Background: an optimization exercise with open tools, aiming at small area, a short achievable clock period and few clock cycles. Do not read the settings as production practice. Only simulation tests tie the RTL to the original design; equivalence was not proved. Power is estimated from default activity; no workload was simulated.

==> flow/design.v <==
`timescale 1ns/1ps
`default_nettype none
package isaPkg;
    typedef enum logic [1:0] {
        aluReg  = 2'b00,
        aluImm  = 2'b01,
        branch  = 2'b10,
        special = 2'b11
    } instrClass;
    typedef enum logic [3:0] {
        opAdd  = 4'd0,
        opSub  = 4'd1,
        opAnd  = 4'd2,
        opOr   = 4'd3,
        opXor  = 4'd4,
        opNot  = 4'd5,
        opShl  = 4'd6,
        opSra  = 4'd7,
        opSrl  = 4'd8,
        opPass = 4'd9
    } aluOp;
    typedef enum logic [1:0] {
        condAlways      = 2'b00,
        condNegative    = 2'b01,
        condNonNegative = 2'b10,
        condZero        = 2'b11
    } branchCond;
    typedef enum logic [3:0] {
        kindLoad  = 4'b1100,
        kindStore = 4'b1101,
        kindOut   = 4'b1111
    } specialKind;
    typedef struct packed {
        instrClass                      cls;
        aluOp                           op;
        logic [4-1:0] rs;
        logic [4-1:0] rt;
        logic [4-1:0] rd;
        logic [14-1:0]      imm;
    } aluFields;
    typedef struct packed {
        instrClass                      cls;
        logic [1:0]                     kind;
        logic [1:0]                     variant;
        logic [4-1:0] rs;
        logic [4-1:0] rt;
        logic [4-1:0] rd;
        logic [14-1:0]      imm;
    } ctlFields;
    typedef union packed {
        aluFields aluForm;
        ctlFields ctlForm;
    } instrWord;
endpackage
`default_nettype wire
`timescale 1ns/1ps
`default_nettype none
package ctrlPkg;
    typedef enum logic [2:0] {
        fetch     = 3'd0,
        decode    = 3'd1,
        execute   = 3'd2,
        memory    = 3'd3,
        writeback = 3'd4
    } cpuState;
    typedef enum logic {
        regA   = 1'b0,
        nextPc = 1'b1
    } operandA;
    typedef enum logic {
        regB      = 1'b0,
        immediate = 1'b1
    } operandB;
endpackage
`default_nettype wire
`timescale 1ns/1ps
`default_nettype none
module claAdder (
    input  logic [32-1:0] a,
    input  logic [32-1:0] b,
    input  logic                       carryIn,
    output logic [32-1:0] sum
);
    localparam int W = 32;
    localparam int Levels = 5;   
    logic [W-1:0] p0;
    logic [W-1:0] gen [Levels+1];
    logic [W-1:0] prop [Levels+1];
    assign p0 = a ^ b;
    assign gen[0] = (a & b) | {{(W-1){1'b0}}, p0[0] & carryIn};
    assign prop[0] = p0;
    for (genvar l = 0; l < Levels; l++) begin : genLevel
        localparam int D = 1 << l;
        for (genvar i = 0; i < W; i++) begin : genBit
            if (i >= D) begin : genNode
                assign gen[l+1][i] = gen[l][i] | (prop[l][i] & gen[l][i-D]);
                assign prop[l+1][i] = prop[l][i] & prop[l][i-D];
            end else begin : genPass
                assign gen[l+1][i] = gen[l][i];
                assign prop[l+1][i] = prop[l][i];
            end
        end
    end
    assign sum = p0 ^ {gen[Levels][W-2:0], carryIn};
endmodule
`default_nettype wire
`timescale 1ns/1ps
`default_nettype none
module alu (
    input  isaPkg::aluOp               func,
    input  logic                       isSub,
    input  logic [32-1:0] opA,
    input  logic [32-1:0] opB,
    output logic [32-1:0] sum,
    output logic [32-1:0] result
);
    logic shiftOne;
    claAdder adder_i (
        .a      (opA),
        .b      (opB),
        .carryIn(isSub),
        .sum    (sum)
    );
    assign shiftOne = opB[0];
    always_comb begin
        result = '0;
        case (func)
            isaPkg::opAdd,
            isaPkg::opSub:  result = sum;
            isaPkg::opAnd:  result = opA & opB;
            isaPkg::opOr:   result = opA | opB;
            isaPkg::opXor:  result = opA ^ opB;
            isaPkg::opNot:  result = ~opA;
            isaPkg::opShl:  result = shiftOne ? {opA[32-2:0], 1'b0} : opA;
            isaPkg::opSra: begin
                result = shiftOne ? {opA[32-1], opA[32-1:1]} : opA;
            end
            isaPkg::opSrl:  result = shiftOne ? {1'b0, opA[32-1:1]} : opA;
            isaPkg::opPass: result = opB;
            default:        result = '0;
        endcase
    end
endmodule
`default_nettype wire
`timescale 1ns/1ps
`default_nettype none
module regFile (
    input  logic                           clk,
    input  logic                           reset,
    input  logic [4-1:0] rsIdx,
    input  logic [4-1:0] rtIdx,
    input  logic [4-1:0] rdIdx,
    input  logic                           writeEn,
    input  logic [32-1:0]     writeData,
    output logic [32-1:0]     rsData,
    output logic [32-1:0]     rtData
);
    logic [32-1:0] regs [16];
    logic [16-1:0]  written;
    always_ff @(posedge clk) begin
        if (reset) begin
            written <= '0;
        end else if (writeEn) begin
            written[rdIdx] <= 1'b1;
        end
    end
    always_ff @(posedge clk) begin
        if (writeEn) begin
            regs[rdIdx] <= writeData;
        end
    end
    logic [16-1:0] rsHot;
    logic [16-1:0] rtHot;
    always_comb begin
        for (int i = 0; i < 16; i++) begin
            rsHot[i] = written[i] && (rsIdx == i[4-1:0]);
            rtHot[i] = written[i] && (rtIdx == i[4-1:0]);
        end
        rsData = '0;
        rtData = '0;
        for (int i = 0; i < 16; i++) begin
            rsData = rsData | (regs[i] & {32{rsHot[i]}});
            rtData = rtData | (regs[i] & {32{rtHot[i]}});
        end
    end
endmodule
`default_nettype wire
`timescale 1ns/1ps
`default_nettype none
`default_nettype wire
`timescale 1ns/1ps
`default_nettype none
`default_nettype wire
`timescale 1ns/1ps
`default_nettype none
module cpuTop (
    input  logic                       clk,
    input  logic                       reset,
    output logic [32-1:0] wbAdr,
    output logic [32-1:0] wbDatW,
    output logic                       wbWe,
    output logic                       wbCyc,
    output logic                       wbStb,
    input  logic [32-1:0] wbDatR,
    input  logic                       wbAck,
    output logic                       outValid,
    output logic [32-1:0] outData
);
    localparam int W = 32;
    localparam int R = 4;
    logic [W-1:0] adr;
    logic         cyc;
    logic         we;
    logic         dreq;       
    logic         dLoad;      
    logic [R-1:0] dRd;        
    logic         squash;     
    logic [W-1:0] oReg;       
    logic         outV;
    logic [W-1:0]     pc;      
    isaPkg::instrWord ir;
    logic             irValid;
    logic             irWait;  
    logic [W-1:0]     aReg;    
    logic [W-1:0]     bReg;    
    logic [W-1:0]     opB;     
    logic             useImm;
    logic             subOp;
    logic             fresh;   
    logic [1:0] cls;
    logic [3:0] kind;
    logic       isAluClass;
    logic       isBranch;
    logic       isSpecial;
    logic       isLoad;
    logic       isStore;
    logic       isOut;
    logic       isMem;
    logic       predTaken;
    assign cls = ir.aluForm.cls;
    assign kind = {ir.ctlForm.kind, ir.ctlForm.variant};
    assign isAluClass = !cls[1];
    assign isBranch = (cls == isaPkg::branch);
    assign isSpecial = (cls == isaPkg::special);
    assign isLoad = isSpecial && (kind == isaPkg::kindLoad);
    assign isStore = isSpecial && (kind == isaPkg::kindStore);
    assign isOut = isSpecial && (kind == isaPkg::kindOut);
    assign isMem = isSpecial && (kind[3:1] == 3'b110);
    assign predTaken = (ir.ctlForm.variant == isaPkg::condAlways)
                    || ir.aluForm.imm[14-1];
    logic [W-1:0] sum;
    logic [W-1:0] aluResult;
    alu alu_i (
        .func  (ir.aluForm.op),
        .isSub (subOp),
        .opA   (aReg),
        .opB   (opB),
        .sum   (sum),
        .result(aluResult)
    );
    logic condMet;
    always_comb begin
        case (ir.ctlForm.variant)
            isaPkg::condAlways:      condMet = 1'b1;
            isaPkg::condNegative:    condMet = aReg[W-1];
            isaPkg::condNonNegative: condMet = !aReg[W-1];
            default:                 condMet = (aReg == '0);
        endcase
    end
    logic [W-1:0] target;
    claAdder target_i (
        .a      (pc),
        .b      (opB),
        .carryIn(1'b0),
        .sum    (target)
    );
    logic         mispredict;
    logic [W-1:0] fixAdr;
    assign mispredict = fresh && isBranch && (predTaken != condMet);
    assign fixAdr = condMet ? target : pc;
    isaPkg::instrWord fetched;
    logic             fIsBranch;
    logic             fPredTaken;
    logic             fUseImm;
    logic             fSub;
    logic [W-1:0]     fImm;
    logic [15:0]      fImmStep;
    logic [W-1:0]     fTarget;
    assign fetched = wbDatR;
    assign fIsBranch = (fetched.aluForm.cls == isaPkg::branch);
    assign fPredTaken = fIsBranch && ((fetched.ctlForm.variant == isaPkg::condAlways)
                                      || fetched.aluForm.imm[14-1]);
    assign fUseImm = (fetched.aluForm.cls == isaPkg::aluImm) || fIsBranch
                  || ((fetched.aluForm.cls == isaPkg::special)
                      && (fetched.ctlForm.kind == 2'b11) && !fetched.ctlForm.variant[1]);
    assign fSub = !fetched.aluForm.cls[1] && (fetched.aluForm.op == isaPkg::opSub);
    assign fImm = {{(W - 14){fetched.aluForm.imm[14-1]}},
                   fetched.aluForm.imm};
    assign fImmStep = {{2{fetched.aluForm.imm[14-1]}}, fetched.aluForm.imm} + 16'd4;
    claAdder fTarget_i (
        .a      (adr),
        .b      ({{(W-16){fImmStep[15]}}, fImmStep}),
        .carryIn(1'b0),
        .sum    (fTarget)
    );
    logic         aluWrite;
    logic         dataAck;
    logic         loadAck;
    logic [W-1:0] rsData;
    logic [W-1:0] rtData;
    logic [W-1:0] aNext;
    logic [W-1:0] bNext;
    assign aluWrite = fresh && isAluClass;
    assign dataAck = cyc && wbAck && dreq;
    assign loadAck = dataAck && dLoad;
    regFile regFile_i (
        .clk      (clk),
        .reset    (reset),
        .rsIdx    (fetched.aluForm.rs),
        .rtIdx    (fetched.aluForm.rt),
        .rdIdx    (loadAck ? dRd : ir.aluForm.rd),
        .writeEn  (aluWrite || loadAck),
        .writeData(aluWrite ? aluResult : wbDatR),
        .rsData   (rsData),
        .rtData   (rtData)
    );
    assign aNext = (aluWrite && ir.aluForm.rd == fetched.aluForm.rs) ? aluResult : rsData;
    assign bNext = (aluWrite && ir.aluForm.rd == fetched.aluForm.rt) ? aluResult : rtData;
    logic         fetchAck;
    logic         goodFetch;
    logic         memNext;    
    logic [W-1:0] adrNext4;
    assign fetchAck = cyc && wbAck && !dreq;
    assign goodFetch = fetchAck && !squash && !mispredict;
    assign memNext = irValid && !irWait && isMem;
    assign adrNext4 = adr + 32'd4;
    always_ff @(posedge clk) begin
        if (reset) begin
            adr <= 32'h0000_0000;
            cyc <= 1'b1;
            we <= 1'b0;
            dreq <= 1'b0;
            squash <= 1'b0;
            irValid <= 1'b0;
            irWait <= 1'b0;
            fresh <= 1'b0;
            outV <= 1'b0;
        end else begin
            fresh <= (goodFetch && !memNext) || (dataAck && irWait);
            outV <= fresh && isOut;
            if (goodFetch) begin
                irValid <= 1'b1;
                irWait <= memNext;
                pc <= adrNext4;
                if (memNext) begin
                    adr <= sum;
                    we <= isStore;
                    dreq <= 1'b1;
                end else begin
                    adr <= fPredTaken ? fTarget : adrNext4;
                end
            end else if (fetchAck) begin
                squash <= 1'b0;
                adr <= mispredict ? fixAdr : pc;
            end else if (dataAck) begin
                dreq <= 1'b0;
                we <= 1'b0;
                irWait <= 1'b0;
                adr <= (isBranch && predTaken) ? target : pc;
            end else if (mispredict) begin
                squash <= 1'b1;
                pc <= fixAdr;
            end
        end
    end
    always_ff @(posedge clk) begin
        if (fresh && isOut) begin
            oReg <= sum;
        end else if (goodFetch && memNext) begin
            oReg <= bReg;
        end
        if (goodFetch) begin
            dLoad <= isLoad;
            dRd <= ir.aluForm.rd;
        end
        if (goodFetch) begin
            ir <= fetched;
            aReg <= aNext;
            bReg <= bNext;
            opB <= (fUseImm ? fImm : bNext) ^ {W{fSub}};
            useImm <= fUseImm;
            subOp <= fSub;
        end else if (loadAck) begin
            if (ir.aluForm.rs == dRd) begin
                aReg <= wbDatR;
            end
            if (ir.aluForm.rt == dRd) begin
                bReg <= wbDatR;
                if (!useImm) begin
                    opB <= wbDatR ^ {W{subOp}};
                end
            end
        end
    end
    assign wbAdr = adr;
    assign wbCyc = cyc;
    assign wbStb = cyc;
    assign wbWe = we;
    assign wbDatW = oReg;
    assign outValid = outV;
    assign outData = oReg;
endmodule
`default_nettype wire
==> flow/run.sh <==
#!/bin/bash
# synth_recipe.tcl (not shown) runs the flow's synth.tcl, then flattens the netlist and writes it again
# the make line also repeats each setting of config.mk as NAME=value (left out here)
make -C /OpenROAD-flow-scripts/flow DESIGN_CONFIG=/design/flow/config.mk WORK_HOME=/design/flow/orfs CLKGATE_MAP_FILE= SYNTH_SCRIPT=/design/flow/synth_recipe.tcl finish
==> flow/config.mk <==
export PLATFORM = sky130hd
export DESIGN_NAME = cpuTop
export DESIGN_NICKNAME = cpuTop
export VERILOG_FILES = /design/flow/design.v
export SDC_FILE = /design/flow/constraint.sdc
export NUM_CORES = 4
export LEC_CHECK = 0
export CAP_MARGIN = 20
export CORE_MARGIN = 2
export CORE_UTILIZATION = 40
export PLACE_DENSITY = 0.6
export SETUP_SLACK_MARGIN = 1.5
export SLEW_MARGIN = 20
export TNS_END_PERCENT = 100
==> flow/constraint.sdc <==
create_clock -name core_clock -period 5.5 [get_ports {clk}]
set_input_delay 1.1000 -clock core_clock [delete_from_list [all_inputs] [get_ports {clk}]]
set_output_delay 1.1000 -clock core_clock [all_outputs]
set_load 0.01 [all_outputs]
==> flow_summary.ini, run 1 <==
[setup_path]
timing.setup.critical_path_class = reg -> reg
timing.critical_path.slowest_cell_delay_ns = 0.44
worstPathRequired_ns = 5.98
critical_path.slowest_cell = sky130_fd_sc_hd__fa_1
timing.critical_path.to_type = register
worstPathMaxFanout = 4
crit_path_cell_trace = inv_1, fa_1, inv_1, fa_1, a21o_1, a22o_1, o221ai_4, a21oi_4, a211oi_4, xnor2_2, a21oi_2, mux2_2, mux2_4, a2111oi_4
setup.worst_path.start_class = register
worst_ep_arrival_time_ns = 4.48
timing.critical_path.from = aReg[0]
worstReg2RegStart = aReg[0]

[yosys]
synth.area.mux_share_pct = 2.58
avgSynthCellArea_sq_um = 10.6
ys_seq_area_share_pct = 51.0
synth_fa_ha_area_share_pct = 4.09
postSynthRegisterBits = 753
netlist_area_sq_um = 43200
ys.warnings.count = 6
fraction_of_synthesis_flops_using_an_asynchronous_set_or_reset_pin_pct = 0
synth-compound-area-share_pct = 22.9
yosys.area_share.xor_xnor_pct = 3.50
dominant_synthesized_flop_cell = sky130_fd_sc_hd__edfxtp_1
syn_inst = 4074
synth-simple-area-share_pct = 11.5
yosys.cell_types.count = 98
synth_top_family_by_area = compound AO/OA/AOI/OAI gates
synth-edff-count = 698

[clock_tree]
cts_tree = done
bufs_on_longest_clock_path = 3
h_tree_levels = 3
cts_sinks = 753
clkTransAtPathRegs_ns = 0.07
cts_buf_count = 83
clock_insertion_delay_worst_skew_ns = 0.70
clockRootBuffer = sky130_fd_sc_hd__clkbuf_16
cts_hold_repair.buffers = 0

[timing]
min_period_ns = 4.00
tightestPinTransition_ns = 1.19
setup-tns-final_ns = 0
slew-limit-headroom_pct = 20.9
slew_viol_final = 0
setup_repair_after_global_routing_missed_its_margin = true
max_freq_mhz = 250
timing.clock.skew_ns = 0.0375
setup_viol = 0
post-route-period-util_pct = 72.8
final-hold-violation-count = 0

[floorplanning]
dieArea_sq_um = 111000
core_area_sq_um = 107000
floorplan.initialDensity_pct = 40.3
placementRows = 120
pin_count = 135
chipWidth_um = 333
die_height_um = 333

[pwr]
swShare_pct = 28.1
seq_power_share_pct = 44.7
total_power_uw = 14800
p_int_uw = 10700
total_switching_power_uw = 4160
max-vdd-ir-drop_mv = 0.233
leakage_uw = 0.0182
power.share.clock_pct = 40.0
cellPowerDensity_nw_per_um2 = 295
p_comb_share_pct = 15.3

[detailed_routing]
post_drt_via_cell_ratio = 6.61
route.detailed.wl_per_inst_um = 30.0
antenna_left = 0
dr_total_vias = 37200
postRouteWirelength_mm = 169
drc = 0
drt_first_iter_violations = 5971
number_of_detailed_routing_iterations_run_before_antenna_repair = 8

[placement]
hpwl_mm = 111
routability_cong = 0.925
placement.io_buffers = 132

[grt]
globalRouteMet2Util_pct = 47.7
grt_first_pass_wirelength_mm = 242
grt_antenna_before_repair = 2
grt_usage_pct = 29.3
grt_use_met1_pct = 37.3
grt_overflow_total = 0
gr-usage-met3_pct = 5.66
grt_max_degree = 118
grt_pass1_vias = 35100
top_usage_layer = met2

[run_status]
status = complete, no violations

[final_layout]
antenna_cells = 0
flow.area_growth_from_synthesis_pct = 16.1
post_route_cells_drive_above_1_share_pct = 12.8
design.final.nets = 4334

[worst_hold_path]
hold_path_startpoint = irValid
hold_path_class = reg -> reg

[flow_run]
max-cap-violations = 0
## layer usage
metal	share of wire [%]	vias to the layer above	wire length, um
met1	38	18100	64000
met3	11	547	17700
li1	-	16000	-
met2	46	2553	77800
met4	5.5	0	9230
met5	0	-	0
## timing repair
item,CTS,global route
setup buffers,28,14
pin swaps,29,34
gates resized for setup,47,61
setup endpoints to repair,151,139
## final timing paths
| check | endpoint | slack [ns] | depth (start not counted) |
|---|---|---|---|
| min | irValid | 0.47 | 2 |
| min reg2reg | irValid | 0.47 | 2 |
| max reg2reg | opB[22] | 1.50 | 14 |
| max | opB[22] | 1.50 | 14 |
## cells in the final DEF (no fill, tap or decap), types with 21 or more instances in the layout
cell / Yosys / final
sky130_fd_sc_hd__edfxtp_1: 698 / 698
sky130_fd_sc_hd__nand2_1: 407 / 403
sky130_fd_sc_hd__a22oi_1: 292 / 292
sky130_fd_sc_hd__nor2_1: 264 / 245
sky130_fd_sc_hd__o21ai_0: 229 / 216
sky130_fd_sc_hd__a21oi_1: 221 / 207
sky130_fd_sc_hd__buf_4: 35 / 186
sky130_fd_sc_hd__a221oi_1: 161 / 159
sky130_fd_sc_hd__a22o_1: 140 / 140
sky130_fd_sc_hd__ha_1: 135 / 126
sky130_fd_sc_hd__clkdlybuf4s50_1: 0 / 118
sky130_fd_sc_hd__xnor2_1: 114 / 109
sky130_fd_sc_hd__inv_1: 101 / 100
sky130_fd_sc_hd__clkbuf_16: 0 / 83
sky130_fd_sc_hd__nand4_1: 65 / 65
sky130_fd_sc_hd__nand3_1: 62 / 58
sky130_fd_sc_hd__mux2i_1: 58 / 58
sky130_fd_sc_hd__xor2_1: 59 / 55
sky130_fd_sc_hd__dfxtp_1: 55 / 55
sky130_fd_sc_hd__a21o_1: 47 / 47
sky130_fd_sc_hd__o211ai_1: 46 / 46
sky130_fd_sc_hd__nor3_1: 47 / 44
sky130_fd_sc_hd__mux2_2: 44 / 44
sky130_fd_sc_hd__a211oi_1: 37 / 35
sky130_fd_sc_hd__nor4_1: 38 / 34
sky130_fd_sc_hd__and3_2: 0 / 30
sky130_fd_sc_hd__a31oi_1: 26 / 25
sky130_fd_sc_hd__nor2b_1: 24 / 24
sky130_fd_sc_hd__and3_1: 58 / 24
sky130_fd_sc_hd__o21a_1: 22 / 22
sky130_fd_sc_hd__nand2b_1: 22 / 21
## per-stage QoR
stage	setup slack [ns]	std cells	area [sq um]	util (%)	hold slack (ns)
finish	1.50	5632	50200	46.8	0.474
global route	1.38	5632	50200	46.8	0.533
CTS	1.39	5618	49800	46.5	0.479
detailed placement	0.151	5436	46500	43.4	0.465
global placement	0.194	5436	46500	43.4	0.458
floorplan	1.19	4075	43300	-	0.440
## sequential cells by signal (all words and copies together), names as in the netlist, 4 cells and up
name,count
dRd,4
bReg,32
oReg,32
ir,19
pc,32
regFile_i.regs,512
regFile_i.written,16
adr,32
opB,32
aReg,32
## cell type report
type                            instances  area, sq um
Multi-Input combinational cell       2878        20000
Timing Repair Buffer                  340         3120
Inverter                              104          400
Tap cell                             1403         1760
Fill cell                            9803        57000
Clock inverter                         54          703
Clock buffer                          100         2140
Sequential cell                       753        22100
## cell usage after synthesis, types with 37 or more instances
library cell | instances | area share, %
sky130_fd_sc_hd__nand2_1 | 407 | 3.5
sky130_fd_sc_hd__dfxtp_1 | 55 | 2.5
sky130_fd_sc_hd__mux2_2 | 44 | 1.1
sky130_fd_sc_hd__xnor2_1 | 114 | 2.3
sky130_fd_sc_hd__clkbuf_1 | 225 | 2.0
sky130_fd_sc_hd__nor4_1 | 38 | 0.55
sky130_fd_sc_hd__ha_1 | 135 | 3.9
sky130_fd_sc_hd__and3_1 | 58 | 0.84
sky130_fd_sc_hd__xor2_1 | 59 | 1.2
sky130_fd_sc_hd__nand4_1 | 65 | 0.94
sky130_fd_sc_hd__buf_2 | 53 | 0.61
sky130_fd_sc_hd__o211ai_1 | 46 | 0.80
sky130_fd_sc_hd__a21oi_1 | 221 | 2.6
sky130_fd_sc_hd__inv_1 | 101 | 0.88
sky130_fd_sc_hd__a221oi_1 | 161 | 3.3
sky130_fd_sc_hd__o21ai_0 | 229 | 2.7
sky130_fd_sc_hd__a22oi_1 | 292 | 5.1
sky130_fd_sc_hd__mux2i_1 | 58 | 1.3
sky130_fd_sc_hd__a211oi_1 | 37 | 0.64
sky130_fd_sc_hd__nor2_1 | 264 | 2.3
sky130_fd_sc_hd__nor3_1 | 47 | 0.54
sky130_fd_sc_hd__a22o_1 | 140 | 2.8
sky130_fd_sc_hd__edfxtp_1 | 698 | 48
sky130_fd_sc_hd__a21o_1 | 47 | 0.82
sky130_fd_sc_hd__nand3_1 | 62 | 0.72
## kinds of logic (layout without fill, tap and decap cells)
| kind of cell | Yosys count | in the layout |
|---|---|---|
| compound gates | 1389 | 1389 |
| xor+xnor | 173 | 173 |
| fa+ha+maj | 139 | 139 |
| buf+inv | 444 | 598 |
| flops | 753 | 753 |
| mux | 104 | 104 |
| other cells | 1 | 2 |
| simple gates | 1071 | 1071 |
## power by group through the flow
stage | clock (uW) | sequential (uW) | combinational (uW)
floorplan | 0 | 6680 | 1400
global placement | 0 | 6740 | 2090
detailed placement | 0 | 6740 | 2100
CTS | 5970 | 6620 | 2170
global route | 6180 | 6640 | 2430
finish | 5930 | 6630 | 2270
## critical path, delay by kind of cell, from the launching register on
kind	cells	cell delay, ns
flip-flops	1	0.41
buffers and inverters	2	0.21
XOR/XNOR	1	0.23
AO/OA/AOI/OAI	7	1.62
multiplexers	2	0.62
adder cells (fa/ha/maj)	2	0.69
Testbench counts, summed over its fixed seeds: cycles 12,647.
==> inputs of run 2 (changes only) <==
--- a/flow/design.v
+++ b/flow/design.v
@@ -228,3 +228,8 @@
     logic             subOp;
+    logic             fwdA;    
+    logic             fwdB;    
     logic             fresh;   
+    logic [W-1:0] res;
+    logic         resPend;
+    logic [R-1:0] resRd;
     logic [1:0] cls;
@@ -250,4 +255,10 @@
                     || ir.aluForm.imm[14-1];
+    logic [W-1:0] opA;
+    logic [W-1:0] opBFwd;
+    logic [W-1:0] rtVal;
     logic [W-1:0] sum;
     logic [W-1:0] aluResult;
+    assign opA = fwdA ? res : aReg;
+    assign opBFwd = (fwdB && !useImm) ? (res ^ {W{subOp}}) : opB;
+    assign rtVal = fwdB ? res : bReg;
     alu alu_i (
@@ -255,4 +266,4 @@
         .isSub (subOp),
-        .opA   (aReg),
-        .opB   (opB),
+        .opA   (opA),
+        .opB   (opBFwd),
         .sum   (sum),
@@ -264,5 +275,5 @@
             isaPkg::condAlways:      condMet = 1'b1;
-            isaPkg::condNegative:    condMet = aReg[W-1];
-            isaPkg::condNonNegative: condMet = !aReg[W-1];
-            default:                 condMet = (aReg == '0);
+            isaPkg::condNegative:    condMet = opA[W-1];
+            isaPkg::condNonNegative: condMet = !opA[W-1];
+            default:                 condMet = (opA == '0);
         endcase
@@ -276,6 +287,4 @@
     );
-    logic         mispredict;
-    logic [W-1:0] fixAdr;
-    assign mispredict = fresh && isBranch && (predTaken != condMet);
-    assign fixAdr = condMet ? target : pc;
+    logic redirect;
+    assign redirect = fresh && isBranch && !predTaken && condMet;
     isaPkg::instrWord fetched;
@@ -286,4 +295,2 @@
     logic [W-1:0]     fImm;
-    logic [15:0]      fImmStep;
-    logic [W-1:0]     fTarget;
     assign fetched = wbDatR;
@@ -298,10 +305,3 @@
                    fetched.aluForm.imm};
-    assign fImmStep = {{2{fetched.aluForm.imm[14-1]}}, fetched.aluForm.imm} + 16'd4;
-    claAdder fTarget_i (
-        .a      (adr),
-        .b      ({{(W-16){fImmStep[15]}}, fImmStep}),
-        .carryIn(1'b0),
-        .sum    (fTarget)
-    );
-    logic         aluWrite;
+    logic         aluExec;
     logic         dataAck;
@@ -312,3 +312,3 @@
     logic [W-1:0] bNext;
-    assign aluWrite = fresh && isAluClass;
+    assign aluExec = fresh && isAluClass;
     assign dataAck = cyc && wbAck && dreq;
@@ -320,5 +320,5 @@
         .rtIdx    (fetched.aluForm.rt),
-        .rdIdx    (loadAck ? dRd : ir.aluForm.rd),
-        .writeEn  (aluWrite || loadAck),
-        .writeData(aluWrite ? aluResult : wbDatR),
+        .rdIdx    (resPend ? resRd : dRd),
+        .writeEn  (resPend || loadAck),
+        .writeData(resPend ? res : wbDatR),
         .rsData   (rsData),
@@ -326,4 +326,4 @@
     );
-    assign aNext = (aluWrite && ir.aluForm.rd == fetched.aluForm.rs) ? aluResult : rsData;
-    assign bNext = (aluWrite && ir.aluForm.rd == fetched.aluForm.rt) ? aluResult : rtData;
+    assign aNext = (resPend && resRd == fetched.aluForm.rs) ? res : rsData;
+    assign bNext = (resPend && resRd == fetched.aluForm.rt) ? res : rtData;
     logic         fetchAck;
@@ -333,3 +333,3 @@
     assign fetchAck = cyc && wbAck && !dreq;
-    assign goodFetch = fetchAck && !squash && !mispredict;
+    assign goodFetch = fetchAck && !squash && !redirect;
     assign memNext = irValid && !irWait && isMem;
@@ -347,2 +347,3 @@
             outV <= 1'b0;
+            resPend <= 1'b0;
         end else begin
@@ -350,2 +351,3 @@
             outV <= fresh && isOut;
+            resPend <= aluExec;
             if (goodFetch) begin
@@ -359,3 +361,4 @@
                 end else begin
-                    adr <= fPredTaken ? fTarget : adrNext4;
+                    adr <= adrNext4;
+                    cyc <= !fPredTaken;
                 end
@@ -363,3 +366,3 @@
                 squash <= 1'b0;
-                adr <= mispredict ? fixAdr : pc;
+                adr <= redirect ? target : pc;
             end else if (dataAck) begin
@@ -368,6 +371,10 @@
                 irWait <= 1'b0;
-                adr <= (isBranch && predTaken) ? target : pc;
-            end else if (mispredict) begin
+                adr <= pc;
+                cyc <= !(isBranch && predTaken);
+            end else if (fresh && isBranch && predTaken) begin
+                adr <= condMet ? target : pc;
+                cyc <= 1'b1;
+            end else if (redirect) begin
                 squash <= 1'b1;
-                pc <= fixAdr;
+                pc <= target;
             end
@@ -376,2 +383,6 @@
     always_ff @(posedge clk) begin
+        if (aluExec) begin
+            res <= aluResult;
+            resRd <= ir.aluForm.rd;
+        end
         if (fresh && isOut) begin
@@ -379,3 +390,3 @@
         end else if (goodFetch && memNext) begin
-            oReg <= bReg;
+            oReg <= rtVal;
         end
@@ -392,2 +403,4 @@
             subOp <= fSub;
+            fwdA <= aluExec && (ir.aluForm.rd == fetched.aluForm.rs);
+            fwdB <= aluExec && (ir.aluForm.rd == fetched.aluForm.rt);
         end else if (loadAck) begin
==> run 2 against run 1 <==
Still clean on timing, DRC and antenna; worst hold slack improved by 0.014 ns; synthesized area decreased by 0.84%; sequential share of layout area increased by 3.0 points; fmax increased by 0.91%; utilization decreased by 0.48 points; clock power increased by 2%; cell count decreased by 4.1%; first-iteration DRC count decreased by 7.4%; count of clock-buffer cells in the layout decreased by 3; critical endpoint is now res[26].
==> flow_summary.ini, run 2 <==
[grt]
grt_overflow_total = 0
grt_usage_pct = 29.1
grt_pass1_vias = 33600
grt_max_degree = 109
grt_first_pass_wirelength_mm = 236
grt_antenna_before_repair = 4

[floorplanning]
dieArea_sq_um = 110000
chipWidth_um = 331
die_height_um = 331
floorplan.initialDensity_pct = 40.2
placementRows = 120
core_area_sq_um = 107000
pin_count = 135

[final_layout]
post_route_cells_drive_above_1_share_pct = 13.2
antenna_cells = 0
flow.area_growth_from_synthesis_pct = 15.3
mostFrequentLayoutCells = sky130_fd_sc_hd__edfxtp_1, sky130_fd_sc_hd__nand2_1, sky130_fd_sc_hd__a22oi_1
most_common_cell_after_layout_fill_and_taps_aside = sky130_fd_sc_hd__edfxtp_1
final_cells = 5403
largest_register_ff_count = 512
num-fill-cells = 9691
design.final.nets = 4069
largest_reg_by_ff_count = regFile_i.regs

[clock_tree]
bufs_on_longest_clock_path = 3
clock_insertion_delay_worst_skew_ns = 0.66
h_tree_levels = 3
cts_hold_repair.buffers = 0
clkTransAtPathRegs_ns = 0.06
clockRootBuffer = sky130_fd_sc_hd__clkbuf_16
cts_tree = done
cts_sinks = 793
cts_buf_count = 85

[pwr]
p_int_uw = 11300
seq_power_share_pct = 44.9
swShare_pct = 28.1
leakage_uw = 0.0173
total_switching_power_uw = 4440
cellPowerDensity_nw_per_um2 = 319
max-vdd-ir-drop_mv = 0.219
p_comb_share_pct = 16.9
power.share.clock_pct = 38.3

[yosys]
synth-edff-count = 736
syn_inst = 3861
synth.top_cells.by_count = sky130_fd_sc_hd__edfxtp_1, sky130_fd_sc_hd__nand2_1, sky130_fd_sc_hd__a22oi_1, sky130_fd_sc_hd__nor2_1, sky130_fd_sc_hd__a21oi_1
synth_top_cell_area_share_pct = 51.6
ys_seq_area_share_pct = 54.2
synth.most_common_cell = sky130_fd_sc_hd__edfxtp_1
yosys.cell_types.count = 84
dominant_synthesized_flop_cell = sky130_fd_sc_hd__edfxtp_1
netlist.top_cell.by_area = sky130_fd_sc_hd__edfxtp_1
avgSynthCellArea_sq_um = 11.1
ys.warnings.count = 6
fraction_of_synthesis_flops_using_an_asynchronous_set_or_reset_pin_pct = 0
ys_top_cells_by_area = sky130_fd_sc_hd__edfxtp_1, sky130_fd_sc_hd__a22oi_1, sky130_fd_sc_hd__a221oi_1
netlist_area_sq_um = 42900
postSynthRegisterBits = 793

[detailed_routing]
antenna_left = 0
dr_total_vias = 35500
drc = 0
post_drt_via_cell_ratio = 6.57
route.detailed.wl_per_inst_um = 30.7
number_of_detailed_routing_iterations_run_before_antenna_repair = 9
postRouteWirelength_mm = 166
drt_first_iter_violations = 5529

[timing]
slew_viol_final = 0
setup-tns-final_ns = 0
post-route-period-util_pct = 72.1
setup_repair_after_global_routing_missed_its_margin = true
hold_ws_ns = 0.489
final-hold-violation-count = 0
max_freq_mhz = 252
final_critical_path_setup_slack_ns = 1.53
min_period_ns = 3.97
tightestPinTransition_ns = 1.09
slew-limit-headroom_pct = 27.2
setup_viol = 0
timing.clock.skew_ns = 0.0343

[setup_path]
setup.worst_path.start_class = register
worstReg2RegStart = subOp
worstPathRequired_ns = 5.92
timing.setup.critical_path_class = reg -> reg
rrSetupSlack_ns = 1.53
worstRegToRegCells = 16
r2r-end = res[26]
timing.critical_path.to_type = register
worst_ep_arrival_time_ns = 4.38
worstPathMaxFanout = 5
end_point_of_the_critical_path = res[26]
timing.critical_path.from = subOp

[worst_hold_path]
hold_path_class = reg -> reg

[placement]
dpl.cell_count = 5218
hpwl_mm = 111
dp_slack_ns = 0.790
placement.io_buffers = 134
routability_cong = 0.956

[run_status]
status = complete, no violations

[flow_run]
max-cap-violations = 0
run 2: how the worst min path moves through the flow:
| stage | start | end | slack, ns | depth (start not counted) |
|---|---|---|---|---|
| 2_1_floorplan | regFile_i.written[10] | regFile_i.written[10] | 0.44 | 2 |
| 3_3_place_gp | irWait | fresh | 0.48 | 2 |
| 3_5_place_dp | irWait | fresh | 0.47 | 2 |
| 4_1_cts | irWait | fresh | 0.49 | 2 |
| 5_1_grt | irWait | fresh | 0.52 | 2 |
| 6_report | irWait | fresh | 0.49 | 2 |
run 2: repair_timing:
| item | 4_1_cts | 5_1_grt |
|---|---|---|
| gates resized for setup | 32 | 64 |
| buffers inserted | 12 | 13 |
| gates cloned | 1 | 0 |
| setup endpoints to repair | 192 | 94 |
| pin swaps | 3 | 11 |
run 2: final cells by class:
type	instances	area, sq um	share of cell area [%]
Sequential cell	793	23200	47.0
Multi-Input combinational cell	2643	18400	37.1
Timing Repair Buffer	310	2820	5.70
Clock buffer	97	2210	4.48
Tap cell	1403	1760	3.55
Clock inverter	62	687	1.39
Inverter	95	359	0.726
run 2: per-stage QoR:
| stage | total power (uW) | util (%) | area [sq um] |
|---|---|---|---|
| 5_1_grt | 16300 | 46.3 | 49400 |
| 3_5_place_dp | 9650 | 43.0 | 45900 |
| 2_1_floorplan | 8730 | - | 42900 |
| 3_3_place_gp | 9630 | 43.0 | 45900 |
| 6_report | 15800 | 46.3 | 49400 |
| 4_1_cts | 15700 | 46.0 | 49100 |
run 2: cell families (layout without fill, tap and decap cells):
group / Yosys count / in the layout / synth area share, %
mux: 130 / 130 / 3.24
buf+inv: 425 / 564 / 4.26
compound gates: 1257 / 1257 / 20.7
flops: 793 / 793 / 54.2
fa+ha+maj: 106 / 106 / 3.15
xor+xnor: 192 / 192 / 3.92
simple gates: 958 / 958 / 10.5
run 2: worst max-delay path, cell delays in order, from the launching register on:
cell	delay [ns]
sky130_fd_sc_hd__edfxtp_1	0.53
sky130_fd_sc_hd__buf_6	0.20
sky130_fd_sc_hd__xnor2_1	0.27
sky130_fd_sc_hd__nor2_1	0.09
sky130_fd_sc_hd__a21oi_2	0.17
sky130_fd_sc_hd__inv_1	0.07
sky130_fd_sc_hd__ha_2	0.32
sky130_fd_sc_hd__o21a_1	0.21
sky130_fd_sc_hd__or2_1	0.24
sky130_fd_sc_hd__a311oi_2	0.25
sky130_fd_sc_hd__buf_4	0.18
sky130_fd_sc_hd__o211ai_4	0.13
sky130_fd_sc_hd__a31oi_4	0.31
sky130_fd_sc_hd__nor2_1	0.10
sky130_fd_sc_hd__a21o_1	0.20
sky130_fd_sc_hd__xor2_1	0.18
sky130_fd_sc_hd__a221o_1	0.31
run 2: power by group through the flow:
stage / clock [uW] / combinational [uW] / sequential [uW]
3_3_place_gp: 0 / 2440 / 7200
6_report: 6030 / 2660 / 7080
4_1_cts: 6080 / 2540 / 7070
5_1_grt: 6330 / 2860 / 7090
3_5_place_dp: 0 / 2450 / 7200
2_1_floorplan: 0 / 1650 / 7080
run 2: per-layer routing:
layer | GRT usage (%) | up-vias | part of all wire, % | routed length, um
met4 | 16.4 | 4 | 6.3 | 10500
met2 | 45.9 | 2535 | 45 | 74500
met1 | 37.1 | 17300 | 38 | 62700
li1 | - | 15100 | - | -
met5 | 0 | - | 0.019 | 32
met3 | 6.40 | 614 | 11 | 18200
Testbench counts of run 2, summed over its fixed seeds: cycles 12,827.
==> inputs of run 3 (changes only) <==
--- a/flow/design.v
+++ b/flow/design.v
@@ -210,2 +210,3 @@
     localparam int R = 4;
+    localparam int P = 10;
     logic [W-1:0] adr;
@@ -219,3 +220,3 @@
     logic         outV;
-    logic [W-1:0]     pc;      
+    logic [P-1:0]     pc;      
     isaPkg::instrWord ir;
@@ -280,9 +281,4 @@
     end
-    logic [W-1:0] target;
-    claAdder target_i (
-        .a      (pc),
-        .b      (opB),
-        .carryIn(1'b0),
-        .sum    (target)
-    );
+    logic [P-1:0] target;
+    assign target = pc + opB[P-1:0];
     logic redirect;
@@ -331,3 +327,3 @@
     logic         memNext;    
-    logic [W-1:0] adrNext4;
+    logic [P-1:0] adrNext4;
     assign fetchAck = cyc && wbAck && !dreq;
@@ -335,3 +331,3 @@
     assign memNext = irValid && !irWait && isMem;
-    assign adrNext4 = adr + 32'd4;
+    assign adrNext4 = adr[P-1:0] + P'(32'd4);
     always_ff @(posedge clk) begin
@@ -361,3 +357,3 @@
                 end else begin
-                    adr <= adrNext4;
+                    adr <= W'(adrNext4);
                     cyc <= !fPredTaken;
@@ -366,3 +362,3 @@
                 squash <= 1'b0;
-                adr <= redirect ? target : pc;
+                adr <= W'(redirect ? target : pc);
             end else if (dataAck) begin
@@ -371,6 +367,6 @@
                 irWait <= 1'b0;
-                adr <= pc;
+                adr <= W'(pc);
                 cyc <= !(isBranch && predTaken);
             end else if (fresh && isBranch && predTaken) begin
-                adr <= condMet ? target : pc;
+                adr <= W'(condMet ? target : pc);
                 cyc <= 1'b1;
--- a/flow/config.mk
+++ b/flow/config.mk
@@ -10,4 +10,6 @@
 export CORE_UTILIZATION = 40
+export CTS_BUF_LIST = sky130_fd_sc_hd__clkbuf_8
+export CTS_CLUSTER_SIZE = 24
 export PLACE_DENSITY = 0.6
-export SETUP_SLACK_MARGIN = 1.5
+export SETUP_SLACK_MARGIN = 2.5
 export SLEW_MARGIN = 20
==> run 3 against run 2 <==
Die area decreased by 5.2%; combinational power increased by 6%; worst setup slack gained 0.26 ns; sequential share of layout area down 4.7 points; synthesized area down 5.3%; worst hold slack got worse by 0.0069 ns; cell area increased by 7.9%; largest power group unchanged; highest routed layer unchanged.
==> flow_summary.ini, run 3 <==
[floorplanning]
die_height_um = 323
chipWidth_um = 323
placementRows = 116
floorplan.initialDensity_pct = 40.4
core_area_sq_um = 100000
pin_count = 135
dieArea_sq_um = 104000

[grt]
grt_pass1_vias = 34300
globalRouteMet2Util_pct = 51.9
grt_first_pass_wirelength_mm = 259
grt_antenna_before_repair = 13
grt_usage_pct = 35.1
grt_overflow_total = 0
gr-usage-met3_pct = 13.0
grt_max_degree = 68
top_usage_layer = met2
grt_use_met1_pct = 42.0

[pwr]
total_switching_power_uw = 4310
p_int_uw = 10400
max-vdd-ir-drop_mv = 0.239
cellPowerDensity_nw_per_um2 = 276
p_comb_share_pct = 19.2
leakage_uw = 0.0194
swShare_pct = 29.3
power.share.clock_pct = 35.0
seq_power_share_pct = 45.9

[run_status]
status = complete, no violations

[clock_tree]
bufs_on_longest_clock_path = 3
cts_tree = done
clockRootBuffer = sky130_fd_sc_hd__clkbuf_8
h_tree_levels = 4
clkTransAtPathRegs_ns = 0.06
cts_buf_count = 135
cts_sinks = 771
clock_insertion_delay_worst_skew_ns = 0.85

[final_layout]
finish.instance_area_sq_um = 53300
design.final.nets = 4040
flow.area_growth_from_synthesis_pct = 31.4
largest_reg_by_ff_count = regFile_i.regs
largest_register_ff_count = 512
mostFrequentLayoutCells = sky130_fd_sc_hd__edfxtp_1, sky130_fd_sc_hd__and3_1, sky130_fd_sc_hd__buf_4
most_common_cell_after_layout_fill_and_taps_aside = sky130_fd_sc_hd__edfxtp_1
post_route_cells_drive_above_1_share_pct = 29.0

[timing]
min_period_ns = 3.70
final-hold-violation-count = 0
timing.clock.skew_ns = 0.0561
setup_repair_after_global_routing_missed_its_margin = true
setup-tns-final_ns = 0
slew-limit-headroom_pct = 16.7
slew_viol_final = 0
max_freq_mhz = 270
tightestPinTransition_ns = 1.25
setup_viol = 0
post-route-period-util_pct = 67.3

[detailed_routing]
dr_total_vias = 37200
drc = 0
post_drt_via_cell_ratio = 6.91
route.detailed.wl_per_inst_um = 35.9
antenna_left = 0
drt_first_iter_violations = 6645
number_of_detailed_routing_iterations_run_before_antenna_repair = 12
postRouteWirelength_mm = 193

[yosys]
postSynthRegisterBits = 771
synth-edff-count = 714
yosys.area_share.xor_xnor_pct = 2.85
synth-compound-area-share_pct = 18.1
ys_seq_area_share_pct = 55.6
ys.warnings.count = 6
syn_inst = 3539
fraction_of_synthesis_flops_using_an_asynchronous_set_or_reset_pin_pct = 0
avgSynthCellArea_sq_um = 11.5
synth.top_cells.by_count = sky130_fd_sc_hd__edfxtp_1, sky130_fd_sc_hd__and3_1, sky130_fd_sc_hd__nand2_1, sky130_fd_sc_hd__a22oi_1, sky130_fd_sc_hd__clkbuf_1
synth_top_cell_area_share_pct = 52.8
ys_top_cells_by_area = sky130_fd_sc_hd__edfxtp_1, sky130_fd_sc_hd__and3_1, sky130_fd_sc_hd__a22oi_1
synth_top_family_by_area = compound AO/OA/AOI/OAI gates
yosys.cell_types.count = 82
synth.most_common_cell = sky130_fd_sc_hd__edfxtp_1
netlist_area_sq_um = 40600
synth-simple-area-share_pct = 12.2
netlist.top_cell.by_area = sky130_fd_sc_hd__edfxtp_1
synth.area.mux_share_pct = 4.16
synth_fa_ha_area_share_pct = 2.64
dominant_synthesized_flop_cell = sky130_fd_sc_hd__edfxtp_1

[placement]
hpwl_mm = 112
placement.cell_area_sq_um = 44300
placement.io_buffers = 134
routability_cong = 0.963

[worst_hold_path]
hold_path_startpoint = adr[23]
min_delay_path_depth = 2
min_delay_worst_endpoint = adr[23]
hold_path_class = reg -> reg

[flow_run]
max-cap-violations = 0

[setup_path]
worstReg2RegStart = subOp
timing.setup.critical_path_class = reg -> reg
timing.critical_path.to_type = register
worstPathRequired_ns = 6.00
r2r-end = res[24]
worstRegToRegCells = 15
setup.worst_path.start_class = register
worstPathMaxFanout = 5
worst_ep_arrival_time_ns = 4.20
rrSetupSlack_ns = 1.80
-- run 3: changes by cell type after synthesis, moves of 56 or more --
cell,previous run,this run
sky130_fd_sc_hd__a21oi_1,232,153
sky130_fd_sc_hd__a22o_1,136,68
sky130_fd_sc_hd__nand2_1,343,267
sky130_fd_sc_hd__a2111oi_0,1,57
sky130_fd_sc_hd__nor2_1,245,175
sky130_fd_sc_hd__and3_1,85,273
sky130_fd_sc_hd__xor2_1,84,24
sky130_fd_sc_hd__a221oi_1,148,88
-- run 3: cells by family (layout without fill, tap and decap cells) --
family / Yosys count / in the layout
adders and majority gates: 84 / 84
muxes: 159 / 159
buffers and inverters: 414 / 886
DFF: 771 / 771
and+or+nand+nor: 962 / 969
xor gates and xnor gates: 132 / 132
other: 0 / 7
AOI/OAI and AO/OA: 1017 / 1018
-- run 3: timing repair --
item / in CTS / in global routing
endpoints found under the setup margin: 867 / 803
endpoints found under the hold margin: 0 / 0
hold buffers: 0 / 0
cloned: 34 / 13
setup buffers: 132 / 82
gates resized for setup: 520 / 400
pin swaps: 102 / 123
-- run 3: how the worst max path moves through the flow --
stage	slack, ns	depth (start not counted)	startpoint	endpoint
after floorplan	2.15	14	fwdA	adr[24]
after global placement	0.80	10	wbDatR[19]	opB[29]
after detailed placement	0.76	10	wbDatR[21]	opB[29]
after CTS	1.90	15	subOp	adr[24]
after global routing	1.70	15	subOp	res[24]
final	1.80	15	subOp	res[24]
-- run 3: area by class of cell --
class                      count  area (sq um)
multi-input combinational   2362         19700
antenna                        7          17.5
timing repair buffer         560          6420
inverter                      90           370
clock buffer                 152          2090
sequential                   771         22600
fill                        8406         47100
timing repair inverter         1          16.3
clock inverter                83           429
tap                         1357          1700
-- run 3: critical path, stage by stage, from the launching register on --
cell and delay, ns:
sky130_fd_sc_hd__edfxtp_1 0.42, sky130_fd_sc_hd__buf_6 0.17, sky130_fd_sc_hd__buf_6 0.14, sky130_fd_sc_hd__xnor2_4 0.15, sky130_fd_sc_hd__nor2_4 0.06, sky130_fd_sc_hd__a21oi_4 0.16, sky130_fd_sc_hd__inv_2 0.07, sky130_fd_sc_hd__fa_2 0.44
sky130_fd_sc_hd__a211oi_4 0.25, sky130_fd_sc_hd__o211ai_1 0.20, sky130_fd_sc_hd__a32oi_2 0.35, sky130_fd_sc_hd__o211ai_1 0.19, sky130_fd_sc_hd__a21o_1 0.21, sky130_fd_sc_hd__o21a_1 0.24, sky130_fd_sc_hd__xnor2_2 0.17, sky130_fd_sc_hd__o221ai_1 0.14
-- run 3: per-stage QoR --
step	hold WS, ns	std cells	utilization [%]	power (uW)	setup WS, ns
2_1_floorplan	0.454	3539	-	7870	2.15
3_3_place_gp	0.448	4879	44.1	8550	0.802
3_5_place_dp	0.452	4880	44.1	8560	0.760
4_1_cts	0.459	5281	50.4	14200	1.90
5_1_grt	0.514	5377	53.1	15100	1.70
6_report	0.482	5383	53.1	14700	1.80
-- run 3: per-layer routing --
layer | share of wire [%] | vias up | wire length [um]
met5 | 0.096 | - | 186
met4 | 9.5 | 16 | 18400
met3 | 15 | 1135 | 28500
met2 | 42 | 3634 | 81300
met1 | 34 | 17800 | 64900
li1 | - | 14600 | -
-- run 3: power groups by stage --
stage | sequential, uW | clock [uW] | combinational (uW)
after detailed placement | 6840 | 0 | 1720
after CTS | 6730 | 5150 | 2310
after floorplan | 6760 | 0 | 1110
after global routing | 6740 | 5430 | 2910
after global placement | 6840 | 0 | 1710
final | 6750 | 5140 | 2820
Testbench counts of run 3, summed over its fixed seeds: cycles 12,827.
==> inputs of run 4 (changes only) <==
--- a/flow/config.mk
+++ b/flow/config.mk
@@ -13,3 +13,3 @@
 export PLACE_DENSITY = 0.6
-export SETUP_SLACK_MARGIN = 2.5
+export SETUP_SLACK_MARGIN = 2.0
 export SLEW_MARGIN = 20
==> run 4 against run 3 <==
Register-to-register slack worse by 0.03 ns; worst setup slack worse by 0.028 ns; clock power up 8.4%; combinational power down 26%; worst hold slack worse by 0.022 ns; utilization down 4.6 points; non-clock buffer count down 171; flip-flop and latch count unchanged; cell area down 8.7%; fmax down 0.76%; die area unchanged; global-route usage down 1.9 points; critical path type unchanged; critical endpoint is now res[28]; largest power group unchanged.
==> flow_summary.ini, run 4 <==
[run_status]
status = complete, no violations

[floorplanning]
core_area_sq_um = 100000
dieArea_sq_um = 104000
floorplan.initialDensity_pct = 40.4
chipWidth_um = 323
die_height_um = 323
pin_count = 135
placementRows = 116

[placement]
dpl.cell_count = 4881
routability_cong = 0.976
hpwl_mm = 113
placement.io_buffers = 134

[yosys]
synth_top_cell_area_share_pct = 52.8
postSynthRegisterBits = 771
yosys.cell_types.count = 82
synth-edff-count = 714
netlist_area_sq_um = 40600
avgSynthCellArea_sq_um = 11.5
ys.warnings.count = 6
ys_top_cells_by_area = sky130_fd_sc_hd__edfxtp_1, sky130_fd_sc_hd__and3_1, sky130_fd_sc_hd__a22oi_1
netlist.top_cell.by_area = sky130_fd_sc_hd__edfxtp_1
synth.top_cells.by_count = sky130_fd_sc_hd__edfxtp_1, sky130_fd_sc_hd__and3_1, sky130_fd_sc_hd__nand2_1, sky130_fd_sc_hd__a22oi_1, sky130_fd_sc_hd__clkbuf_1
dominant_synthesized_flop_cell = sky130_fd_sc_hd__edfxtp_1
fraction_of_synthesis_flops_using_an_asynchronous_set_or_reset_pin_pct = 0
ys_seq_area_share_pct = 55.6
syn_inst = 3539
synth.most_common_cell = sky130_fd_sc_hd__edfxtp_1

[clock_tree]
cts_hold_repair.buffers = 0
bufs_on_longest_clock_path = 3
clockRootBuffer = sky130_fd_sc_hd__clkbuf_8
cts_buf_count = 138
clock_insertion_delay_worst_skew_ns = 0.85
cts_tree = done
cts_sinks = 771
clkTransAtPathRegs_ns = 0.07
h_tree_levels = 4

[timing]
max_freq_mhz = 268
timing.clock.skew_ns = 0.0386
final-hold-violation-count = 0
setup_repair_after_global_routing_missed_its_margin = true
slew-limit-headroom_pct = 18.7
min_period_ns = 3.73
tightestPinTransition_ns = 1.22
post-route-period-util_pct = 67.8
slew_viol_final = 0
setup_viol = 0
setup-tns-final_ns = 0

[setup_path]
worstReg2RegStart = fwdA
worstPathRequired_ns = 6.01
timing.critical_path.to_type = register
setup.worst_path.start_class = register
r2r-end = res[28]
rrSetupSlack_ns = 1.77
critical_path.top_delay_family = compound AO/OA/AOI/OAI gates
timing.critical_path.slowest_cell_delay_ns = 0.39
worst_ep_arrival_time_ns = 4.24
worstRegToRegCells = 14
timing.setup.critical_path_class = reg -> reg
critical_path.n_buffers_inverters = 4
worstPathMaxFanout = 4
critical_path.slowest_cell = sky130_fd_sc_hd__fa_2
crit_path_cell_trace = buf_6, buf_12, mux2i_4, fa_2, inv_2, fa_2, a211oi_4, o211ai_1, a32oi_2, o211ai_1, buf_4, a211oi_2, xor2_1, o221ai_1

[final_layout]
post_route_cells_drive_above_1_share_pct = 18.8
flow.area_growth_from_synthesis_pct = 20.0
num-fill-cells = 9008
largest_register_ff_count = 512
mostFrequentLayoutCells = sky130_fd_sc_hd__edfxtp_1, sky130_fd_sc_hd__and3_1, sky130_fd_sc_hd__nand2_1
largest_reg_by_ff_count = regFile_i.regs
final_cells = 5224
most_common_cell_after_layout_fill_and_taps_aside = sky130_fd_sc_hd__edfxtp_1
design.final.nets = 3864

[detailed_routing]
post_drt_via_cell_ratio = 6.67
antenna_left = 0
drc = 0
drt_first_iter_violations = 5637
postRouteWirelength_mm = 177
dr_total_vias = 34900
route.detailed.wl_per_inst_um = 33.9
number_of_detailed_routing_iterations_run_before_antenna_repair = 6

[pwr]
cellPowerDensity_nw_per_um2 = 295
max-vdd-ir-drop_mv = 0.179
leakage_uw = 0.0175

[grt]
grt_max_degree = 49
grt_antenna_before_repair = 12
grt_pass1_vias = 32700
grt_first_pass_wirelength_mm = 246
grt_usage_pct = 33.2
grt_overflow_total = 0

[worst_hold_path]
hold_path_startpoint = adr[23]
min_delay_path_depth = 2
min_delay_worst_endpoint = adr[23]
hold_path_class = reg -> reg

[flow_run]
max-cap-violations = 0
-- run 4: worst max-delay path by stage --
stage,cells after the start,start,end
finish,14,fwdA,res[28]
global route,14,fwdA,res[28]
CTS,15,useImm,res[24]
detailed placement,9,wbDatR[25],aReg[21]
global placement,10,wbDatR[25],aReg[21]
floorplan,6,wbAck,aReg[0]
-- run 4: cell families after synthesis --
kind of cell,Yosys count,share of synthesized area [%]
and+or+nand+nor,962,12.2
muxes,159,4.16
xor gates and xnor gates,132,2.85
adders and majority gates,84,2.64
buffers and inverters,414,4.43
DFF,771,55.6
AOI/OAI and AO/OA,1017,18.1
-- run 4: what timing repair did --
| item | in CTS | in global routing |
|---|---|---|
| pin swaps | 35 | 39 |
| endpoints found under the setup margin | 292 | 131 |
| setup buffers | 40 | 35 |
| gates resized for setup | 160 | 119 |
| cloned | 5 | 1 |
-- run 4: cell type report --
class                   instances  area [sq um]  area share (%)
inverters                      90           343           0.704
repair buffers                389          3710            7.61
multi-input cells            2355         17600            36.0
diodes                         16          40.0          0.0822
flip-flops and latches        771         22600            46.3
well taps                    1357          1700            3.48
clock buffers                 145          2000            4.10
clock inverters               101           792            1.63
-- run 4: power by group --
group,switching [uW],internal [uW]
combinational,1300,789
sequential,146,6580
clock,2610,2960
-- run 4: per-layer routing --
layer	global-route usage (%)	wire length (um)	vias up
met5	0	80	-
met4	20.1	12800	12
met3	10.1	23600	799
met2	51.0	77100	2944
met1	41.3	63600	16800
li1	-	-	14300
-- run 4: through the flow --
step | worst slack (ns) | hold WS [ns] | utilization [%] | power [uW] | cell area [sq um]
3_5_place_dp | 0.669 | 0.456 | 43.8 | 8510 | 44000
5_1_grt | 1.69 | 0.486 | 48.5 | 14800 | 48700
3_3_place_gp | 0.736 | 0.450 | 43.8 | 8500 | 44000
2_1_floorplan | 1.83 | 0.454 | - | 7840 | 40700
4_1_cts | 1.83 | 0.463 | 47.6 | 14200 | 47800
6_report | 1.77 | 0.460 | 48.5 | 14400 | 48700
-- run 4: worst min-delay path: stages, from the launching register on --
cell and delay [ns]:
sky130_fd_sc_hd__dfxtp_1 0.31, sky130_fd_sc_hd__nand2_1 0.05, sky130_fd_sc_hd__a21oi_1 0.05
==> inputs of run 5 (changes only) <==
--- a/flow/design.v
+++ b/flow/design.v
@@ -226,3 +226,2 @@
     logic [W-1:0]     bReg;    
-    logic [W-1:0]     opB;     
     logic             useImm;
@@ -261,5 +260,7 @@
     logic [W-1:0] aluResult;
+    logic [W-1:0] immExt;
+    assign immExt = {{(W - 14){ir.aluForm.imm[14-1]}}, ir.aluForm.imm};
     assign opA = fwdA ? res : aReg;
-    assign opBFwd = (fwdB && !useImm) ? (res ^ {W{subOp}}) : opB;
     assign rtVal = fwdB ? res : bReg;
+    assign opBFwd = (useImm ? immExt : rtVal) ^ {W{subOp}};
     alu alu_i (
@@ -282,5 +283,7 @@
     logic [P-1:0] target;
-    assign target = pc + opB[P-1:0];
-    logic redirect;
-    assign redirect = fresh && isBranch && !predTaken && condMet;
+    assign target = pc + immExt[P-1:0];
+    logic         redirect;
+    logic [P-1:0] fixAdr;
+    assign redirect = fresh && isBranch && (predTaken != condMet);
+    assign fixAdr = condMet ? target : pc;
     isaPkg::instrWord fetched;
@@ -290,3 +293,2 @@
     logic             fSub;
-    logic [W-1:0]     fImm;
     assign fetched = wbDatR;
@@ -299,4 +301,4 @@
     assign fSub = !fetched.aluForm.cls[1] && (fetched.aluForm.op == isaPkg::opSub);
-    assign fImm = {{(W - 14){fetched.aluForm.imm[14-1]}},
-                   fetched.aluForm.imm};
+    logic [P-1:0] fTarget;
+    assign fTarget = adr[P-1:0] + (fetched.aluForm.imm[P-1:0] + P'(32'd4));
     logic         aluExec;
@@ -348,4 +350,6 @@
             resPend <= aluExec;
+            if (fetchAck) begin
+                irValid <= goodFetch;
+            end
             if (goodFetch) begin
-                irValid <= 1'b1;
                 irWait <= memNext;
@@ -357,4 +361,3 @@
                 end else begin
-                    adr <= W'(adrNext4);
-                    cyc <= !fPredTaken;
+                    adr <= W'(fPredTaken ? fTarget : adrNext4);
                 end
@@ -362,3 +365,3 @@
                 squash <= 1'b0;
-                adr <= W'(redirect ? target : pc);
+                adr <= W'(redirect ? fixAdr : pc);
             end else if (dataAck) begin
@@ -367,10 +370,6 @@
                 irWait <= 1'b0;
-                adr <= W'(pc);
-                cyc <= !(isBranch && predTaken);
-            end else if (fresh && isBranch && predTaken) begin
-                adr <= W'(condMet ? target : pc);
-                cyc <= 1'b1;
+                adr <= W'((isBranch && predTaken) ? target : pc);
             end else if (redirect) begin
                 squash <= 1'b1;
-                pc <= target;
+                pc <= fixAdr;
             end
@@ -385,10 +384,8 @@
             oReg <= sum;
-        end else if (goodFetch && memNext) begin
+        end else if (fetchAck && memNext) begin
             oReg <= rtVal;
         end
-        if (goodFetch) begin
+        if (fetchAck) begin
             dLoad <= isLoad;
             dRd <= ir.aluForm.rd;
-        end
-        if (goodFetch) begin
             ir <= fetched;
@@ -396,3 +393,2 @@
             bReg <= bNext;
-            opB <= (fUseImm ? fImm : bNext) ^ {W{fSub}};
             useImm <= fUseImm;
@@ -407,5 +403,2 @@
                 bReg <= wbDatR;
-                if (!useImm) begin
-                    opB <= wbDatR ^ {W{subOp}};
-                end
             end
==> run 5 against run 4 <==
Global-route usage is 4.0 points lower; utilization is 0.25 points higher; worst hold slack worse by 0.0090 ns; first-iteration DRC count is 15% lower; non-clock buffer count is 11 lower; worst setup slack worse by 0.14 ns; die area is 5.2% lower; cell area is 4.8% lower; critical endpoint is now res[30].
==> flow_summary.ini, run 5 <==
[run_status]
status = complete, no violations

[timing]
tightestPinTransition_ns = 1.09
slew-limit-headroom_pct = 27.0
post-route-period-util_pct = 70.3
setup_repair_after_global_routing_missed_its_margin = true
setup_viol = 0
timing.clock.skew_ns = 0.0732
max_freq_mhz = 259
hold_ws_ns = 0.451
min_period_ns = 3.87
setup-tns-final_ns = 0
slew_viol_final = 0
final-hold-violation-count = 0

[yosys]
postSynthRegisterBits = 751
ys.warnings.count = 6
netlist.top_cell.by_area = sky130_fd_sc_hd__edfxtp_1
netlist_area_sq_um = 38500
ys_top_cells_by_area = sky130_fd_sc_hd__edfxtp_1, sky130_fd_sc_hd__a22oi_1, sky130_fd_sc_hd__a221oi_1
fraction_of_synthesis_flops_using_an_asynchronous_set_or_reset_pin_pct = 0
synth_top_cell_area_share_pct = 54.3
synth.top_cells.by_count = sky130_fd_sc_hd__edfxtp_1, sky130_fd_sc_hd__a22oi_1, sky130_fd_sc_hd__clkbuf_1, sky130_fd_sc_hd__o21ai_0, sky130_fd_sc_hd__nand2_1
avgSynthCellArea_sq_um = 11.9
ys_seq_area_share_pct = 57.2
synth.most_common_cell = sky130_fd_sc_hd__edfxtp_1
synth-edff-count = 695
yosys.cell_types.count = 74
syn_inst = 3232
dominant_synthesized_flop_cell = sky130_fd_sc_hd__edfxtp_1

[grt]
grt_usage_pct = 29.3
grt_max_degree = 100
grt_pass1_vias = 30400
grt_first_pass_wirelength_mm = 212
grt_overflow_total = 0
grt_antenna_before_repair = 5

[detailed_routing]
post_drt_via_cell_ratio = 6.55
dr_total_vias = 31600
drt_first_iter_violations = 4806
number_of_detailed_routing_iterations_run_before_antenna_repair = 7
route.detailed.wl_per_inst_um = 30.8
drc = 0
antenna_left = 0
postRouteWirelength_mm = 149

[setup_path]
most_repeated_library_cell_on_the_critical_path = sky130_fd_sc_hd__buf_12
critical_path.slowest_cell = sky130_fd_sc_hd__edfxtp_1
worstReg2RegStart = fwdB
timing.critical_path.to_type = register
timing.critical_path.slowest_cell_delay_ns = 0.42
worstPathRequired_ns = 6.01
worstRegToRegCells = 17
rrSetupSlack_ns = 1.63
setup.worst_path.start_class = register
timing.setup.critical_path_class = reg -> reg
r2r-end = res[30]
worstPathMaxFanout = 6
worst_ep_arrival_time_ns = 4.38
crit_path_cell_trace = buf_12, buf_12, mux2_4, mux2i_1, xor2_1, inv_1, ha_4, buf_4, and4_4, nand3_2, a21o_1, a21oi_4, o21ai_4, o31ai_4, nor4_2, nor3_4, o221ai_1

[placement]
placement.io_buffers = 132
dpl.cell_count = 4440
routability_cong = 0.928
placement.cell_area_sq_um = 41300
hpwl_mm = 92.5

[worst_hold_path]
min_delay_path_depth = 2
min_delay_worst_endpoint = adr[27]
hold_path_startpoint = adr[27]
hold_path_class = reg -> reg

[final_layout]
footprint_of_the_flip_flops_and_latches_sq_um = 22000
finish.instance_area_sq_um = 46400
flow.area_growth_from_synthesis_pct = 20.7
mostFrequentLayoutCells = sky130_fd_sc_hd__edfxtp_1, sky130_fd_sc_hd__a22oi_1, sky130_fd_sc_hd__buf_4
design.final.nets = 3593
post_route_cells_drive_above_1_share_pct = 20.9
largest_reg_by_ff_count = regFile_i.regs
final_cells = 4819
most_common_cell_after_layout_fill_and_taps_aside = sky130_fd_sc_hd__edfxtp_1
largest_register_ff_count = 512
multi_input_comb_area_sq_um = 16600
num-fill-cells = 8385

[clock_tree]
cts_tree = done
clkTransAtPathRegs_ns = 0.06
clock_insertion_delay_worst_skew_ns = 0.82
h_tree_levels = 4
clockRootBuffer = sky130_fd_sc_hd__clkbuf_8
cts_buf_count = 132
bufs_on_longest_clock_path = 3
cts_sinks = 751
cts_hold_repair.buffers = 0

[floorplanning]
floorplan.initialDensity_pct = 40.4
placementRows = 113
dieArea_sq_um = 98600
die_height_um = 314
chipWidth_um = 314
pin_count = 135
core_area_sq_um = 95200

[pwr]
cellPowerDensity_nw_per_um2 = 294
max-vdd-ir-drop_mv = 0.158
leakage_uw = 0.0163

[flow_run]
max-cap-violations = 0
[run 5: changes by cell type after synthesis, moves of 26 or more]
cell and delta:
sky130_fd_sc_hd__mux2_2 +26, sky130_fd_sc_hd__a32oi_1 -46, sky130_fd_sc_hd__xnor2_1 -42, sky130_fd_sc_hd__a221oi_1 +92
sky130_fd_sc_hd__buf_2 -43, sky130_fd_sc_hd__a22o_1 +84, sky130_fd_sc_hd__a31oi_1 -28, sky130_fd_sc_hd__o21ai_0 +69
sky130_fd_sc_hd__a2111oi_0 -52, sky130_fd_sc_hd__nand2_1 -85, sky130_fd_sc_hd__nand4_1 +42, sky130_fd_sc_hd__and3_1 -236
[run 5: layout make-up]
cell class / count / area share (%)
repair buffers: 378 / 7.59
multi-input cells: 2103 / 35.8
flip-flops and latches: 751 / 47.4
diodes: 3 / 0.0162
clock inverters: 89 / 0.928
inverters: 91 / 0.747
well taps: 1265 / 3.41
clock buffers: 139 / 4.12
[run 5: per-stage QoR]
step	worst slack (ns)	util [%]	power, uW
3_5_place_dp	1.03	43.4	8210
5_1_grt	1.51	48.8	14100
3_3_place_gp	1.05	43.4	8200
2_1_floorplan	1.53	-	7660
6_report	1.63	48.8	13700
4_1_cts	1.72	47.9	13400
[run 5: repair_timing]
item | 4_1_cts | 5_1_grt
gates cloned | 2 | 0
endpoints found under the hold margin | 0 | 0
resized for setup | 205 | 115
pin swaps | 85 | 56
buffers inserted | 107 | 38
setup endpoints to repair | 107 | 129
[run 5: how the worst max path moves through the flow]
stage / startpoint / to / cells after the start
floorplan: wbAck / aReg[0] / 2
global placement: wbDatR[1] / adr[9] / 13
detailed placement: wbDatR[1] / adr[9] / 13
CTS: fwdB / oReg[29] / 16
global route: fwdB / res[31] / 19
finish: fwdB / res[30] / 17
[run 5: power by group]
part / internal, uW / total [uW] / switching, uW
clock network: 2390 / 4740 / 2360
logic: 1070 / 2440 / 1370
registers: 6370 / 6470 / 98.1
total: 9830 / 13700 / 3820
[run 5: cells by family after synthesis]
family          synth area share [%]
mux                             4.58
buf+inv                         4.07
simple gates                    8.03
fa+ha+maj                       3.34
flops                           57.2
other cells                  0.00975
compound gates                  20.2
xor+xnor                        2.55
[run 5: critical path: cells and delay by family, from the launching register on]
family	cells	cell delay (ns)
buffers and inverters	4	0.54
AO/OA/AOI/OAI	5	0.98
multiplexers	2	0.47
flip-flops	1	0.42
XOR/XNOR	1	0.22
AND/OR/NAND/NOR	4	0.61
adder cells (fa/ha/maj)	1	0.30
[run 5: layer usage]
| metal | up-vias | part of all wire (%) | wire length (um) | track usage, % |
|---|---|---|---|---|
| met5 | - | 0 | 0 | 0 |
| met4 | 0 | 5.5 | 8200 | 14.2 |
| met3 | 548 | 12 | 18200 | 7.98 |
| met2 | 2382 | 45 | 66400 | 45.7 |
| met1 | 15400 | 38 | 55800 | 37.6 |
| li1 | 13200 | - | - | - |
Testbench counts of run 5, summed over its fixed seeds: cycles 12,647.

[what the ideal ports hide]
The flow's constraints put no driver on any port. The routed layouts listed below were extracted and timed again, unchanged, in two steps.
Step 1 sets driving cells, clkbuf_16 on the clock port and buf_2 on the other inputs (assumed; they add their load-dependent delay and slew).
Step 2 also shifts input and output timing later by t, the mid clock arrival at the registers, as if the neighbouring blocks saw the same clock.
Three values: no drivers, after step 1, after step 2; two values: the first two.
| run | t, ns | setup WS [ns] | latest minus earliest clock arrival (ns) |
|---|---|---|---|
| run 1 | 0.750 | 1.499 / 1.499 / 0.820 | 0.037 / 0.038 |
| run 2 | 0.718 | 1.535 / 1.535 / 0.921 | 0.035 / 0.035 |
| run 3 | 0.889 | 1.799 / 1.799 / 1.124 | 0.065 / 0.065 |
| run 4 | 0.899 | 1.771 / 1.771 / 1.091 | 0.051 / 0.052 |
| run 5 | 0.849 | 1.633 / 1.633 / 1.148 | 0.073 / 0.074 |
After both steps every run listed still meets setup and hold. For run 4, which loses most, drivers alone change the setup slack by 0.000 ns; drivers and shift together by -0.680 ns.
